This design comes from an exercise in tuning for a short achievable clock period and few clock cycles per item on the open sky130 flow, not from production work.
In this exercise RTL edits were held to simulation tests only and were not proved equivalent to the original.
Power and IR drop assume default switching activity.

==> inputs of job 8390 <==
// dcache_ctrl
module dcache_ctrl #(
    parameter int TAG_W = 4,
    parameter int IDX_W = 4,
    parameter int QD    = 2
) (
    input  logic                   clk,
    input  logic                   reset_n,
    input  logic                   cpu_req_in,
    input  logic                   cpu_we_in,
    input  logic [11:0]            cpu_addr_in,
    input  logic [31:0]            cpu_wdata_in,
    output logic                   cpu_ready_out,
    output logic                   cpu_done_out,
    output logic [31:0]            cpu_rdata_out,
    output logic                   r_mem_req_out,
    output logic                   w_mem_req_out,
    output logic [TAG_W+IDX_W-1:0] mem_addr_out,
    output logic [1:0]             word_id_out,
    output logic                   mem_wr_en_out,
    output logic [31:0]            data_mem_wr_data_out,
    input  logic                   mem_comp_in,
    input  logic [127:0]           mem_data_in,
    output logic [15:0]            hit_cnt_out,
    output logic [15:0]            miss_cnt_out
);
make LEC_CHECK=0 ABC_CLOCK_PERIOD_IN_PS=1500 CAP_MARGIN=20 CORE_MARGIN=2 CORE_UTILIZATION=40 CTS_CLUSTER_DIAMETER=100 CTS_CLUSTER_SIZE=30 GPL_ROUTABILITY_DRIVEN=1 SETUP_SLACK_MARGIN=3.2 SLEW_MARGIN=20 TNS_END_PERCENT=100 finish   # period 6.0 ns
run.sh (not shown) runs the stock make flow with config.mk's settings and CLKGATE_MAP_FILE= SYNTH_SCRIPT=/design/flow/synth_recipe.tcl, a recipe that flattens the netlist after the stock synthesis.
==> inputs of job 276, as changes to job 8390 <==
--- a/flow/design.v
+++ b/flow/design.v
@@ -31,12 +31,14 @@
     logic [127:0]             data_q [LINES];
     logic                     ready_q, done_q;
     logic [31:0]              rdata_q;
     logic [15:0]              hit_cnt_q, miss_cnt_q;
     logic                     lm_wait_q;    
     logic                     rd_out_q;     
+    logic                     rd_gate_q;
+    logic [3:0]               wr_sel_q;
     logic [LA_W-1:0]          lm_line_q;
     logic [1:0]               lm_word_q;
     logic [LA_W-1:0]          sq_line_q [QD];
     logic [1:0]               sq_word_q [QD];
     logic [31:0]              sq_data_q [QD];
     logic [QP_W-1:0]          sq_head_q, sq_tail_q;
@@ -66,15 +68,15 @@
     assign tag  = cpu_addr_in[4+IDX_W +: TAG_W];
     always_comb
         for (int i = 0; i < LINES; i++)
             match[i] = valid_q[i] && tag_q[i] == tag;
     assign hit = match[idx];
     always_comb begin
-        for (int i = 0; i < LINES; i++) rd_line_sel[i] = !rd_out_q && idx == IDX_W'(i);
+        for (int i = 0; i < LINES; i++) rd_line_sel[i] = !rd_gate_q && idx == IDX_W'(i);
         for (int w = 0; w < 4; w++) rd_word_sel[w] = word == 2'(w);
-        rd_mux = {32{rd_out_q}} & mem_data_in[{lm_word_q, 5'd0} +: 32];
+        rd_mux = {32{rd_gate_q}} & mem_data_in[{lm_word_q, 5'd0} +: 32];
         for (int i = 0; i < LINES; i++)
             for (int w = 0; w < 4; w++)
                 rd_mux = rd_mux | ({32{rd_line_sel[i] && rd_word_sel[w]}} & data_q[i][32*w +: 32]);
     end
     assign req_ld   = cpu_req_in && !cpu_we_in;
     assign req_st   = cpu_req_in && cpu_we_in;
@@ -102,13 +104,15 @@
     assign word_id_out          = word_id_q;
     assign mem_wr_en_out        = wr_en_q;
     assign data_mem_wr_data_out = wr_data_q;
     assign hit_cnt_out          = hit_cnt_q;
     assign miss_cnt_out         = miss_cnt_q;
     logic [127:0]             wr_src;
-    assign wr_src = rd_out_q ? mem_data_in : {4{cpu_wdata_in}};
+    always_comb
+        for (int w = 0; w < 4; w++)
+            wr_src[32*w +: 32] = wr_sel_q[w] ? mem_data_in[32*w +: 32] : cpu_wdata_in;
     always_ff @(posedge clk) begin
         for (int i = 0; i < LINES; i++) begin
             if (rd_out_q && lm_line_q[IDX_W-1:0] == IDX_W'(i))
                 tag_q[i] <= lm_line_q[LA_W-1:IDX_W];
             for (int w = 0; w < 4; w++)
                 if ((rd_out_q && lm_line_q[IDX_W-1:0] == IDX_W'(i)) ||
@@ -143,12 +147,14 @@
             ready_q    <= 1'b0;
             done_q     <= 1'b0;
             hit_cnt_q  <= '0;
             miss_cnt_q <= '0;
             lm_wait_q  <= 1'b0;
             rd_out_q   <= 1'b0;
+            rd_gate_q  <= 1'b0;
+            wr_sel_q   <= '0;
             sq_head_q  <= '0;
             sq_tail_q  <= '0;
             sq_cnt_q   <= '0;
             busy_q     <= 1'b0;
             r_req_q    <= 1'b0;
             w_req_q    <= 1'b0;
@@ -160,12 +166,14 @@
             if (cpu_req_in) begin
                 if (hit) hit_cnt_q  <= hit_inc;
                 else     miss_cnt_q <= miss_inc;
             end
             lm_wait_q <= (lm_wait_q || new_lm) && !r_issue;
             rd_out_q  <= r_issue || (rd_out_q && !mem_comp_in);
+            rd_gate_q <= r_issue || (rd_gate_q && !mem_comp_in);
+            for (int w = 0; w < 4; w++) wr_sel_q[w] <= r_issue || (wr_sel_q[w] && !mem_comp_in);
             if (enq) sq_tail_q <= sq_tail_q + 1'b1;
             if (deq) sq_head_q <= sq_head_q + 1'b1;
             sq_cnt_q  <= sq_cnt_d;
             busy_q    <= w_issue || r_issue || (busy_q && !mem_comp_in);
             r_req_q   <= r_issue;
             w_req_q   <= w_issue;
- ABC_CLOCK_PERIOD_IN_PS: 1500 -> unset
- CELL_PAD_IN_SITES_DETAIL_PLACEMENT: unset -> 1
- CELL_PAD_IN_SITES_GLOBAL_PLACEMENT: unset -> 2
- CORE_UTILIZATION: 40 -> 36
- CTS_CLUSTER_SIZE: 30 -> 20
- SETUP_SLACK_MARGIN: 3.2 -> 3.6
==> qor summary <==
metric                                                                            job 8390                  job 276
Status                                                            timing/DRC/antenna clean  timing/DRC/antenna clean
Initial antenna violation count                                                         45                       60
Worst IR drop on VDD                                                            0.000272 V               0.000273 V
Switching power of the nets                                                        8.60 mW                  9.77 mW
Final net count                                                                       6464                     6891
Fraction of post-synthesis cell area in the top cell type by area                    0.747                    0.745
Sequential element share of the synthesized area                                     0.778                    0.776
Crit-path slowest cell                                             sky130_fd_sc_hd__nor2_4  sky130_fd_sc_hd__nor2_1
Sinks on the clock net                                                                2340                     2345
Number of DRC markers after the initial detailed-route iteration                     15600                    15900
M1 wire length                                                                      133 mm                   186 mm
Clock tree skew after final layout                                                 45.9 ps                  61.2 ps
Compound-gate portion of the synthesized area                                        0.112                    0.114
Combinational cell fraction of total power                                           0.145                    0.154
Vias per Instance                                                                     7.10                     7.29
Power per Cell Area                                                            291 mW/mm^2              281 mW/mm^2
Mapped cell area                                                               0.0886 mm^2              0.0890 mm^2
Testbench counts of job 8390, summed over its fixed seeds: cycles 42,033, requests 16,000.
Testbench counts of job 276, summed over its fixed seeds: cycles 42,033, requests 16,000.

## static timing again, ports no longer ideal
The results above use ideal ports. As a check the final layouts listed here were re-extracted and re-timed, cells and wires unchanged.
Step 1, drivers: a clkbuf_16 drives clk and a buf_2 each remaining input, both assumed.
Step 2 moves the port delays by t, midway between the first and last clock arrival at a register: inputs arrive t later, outputs are due t later. That takes back most of the time a late clock gives input paths.
Slacks: no drivers / after step 1 / after step 2; pairs: no drivers / after step 1.
| run | shift t [ns] | slack for setup (ns) | pins driven straight from the clock port |
|---|---|---|---|
| job 8390 | 0.883 | 2.960 / 2.833 / 1.950 | 1 |
| job 276 | 0.970 | 2.790 / 2.622 / 1.651 | 1 |
After both steps setup and hold are still met in every run listed. For job 276, which loses most, drivers alone change the setup slack by -0.168 ns; drivers and shift together by -1.139 ns.
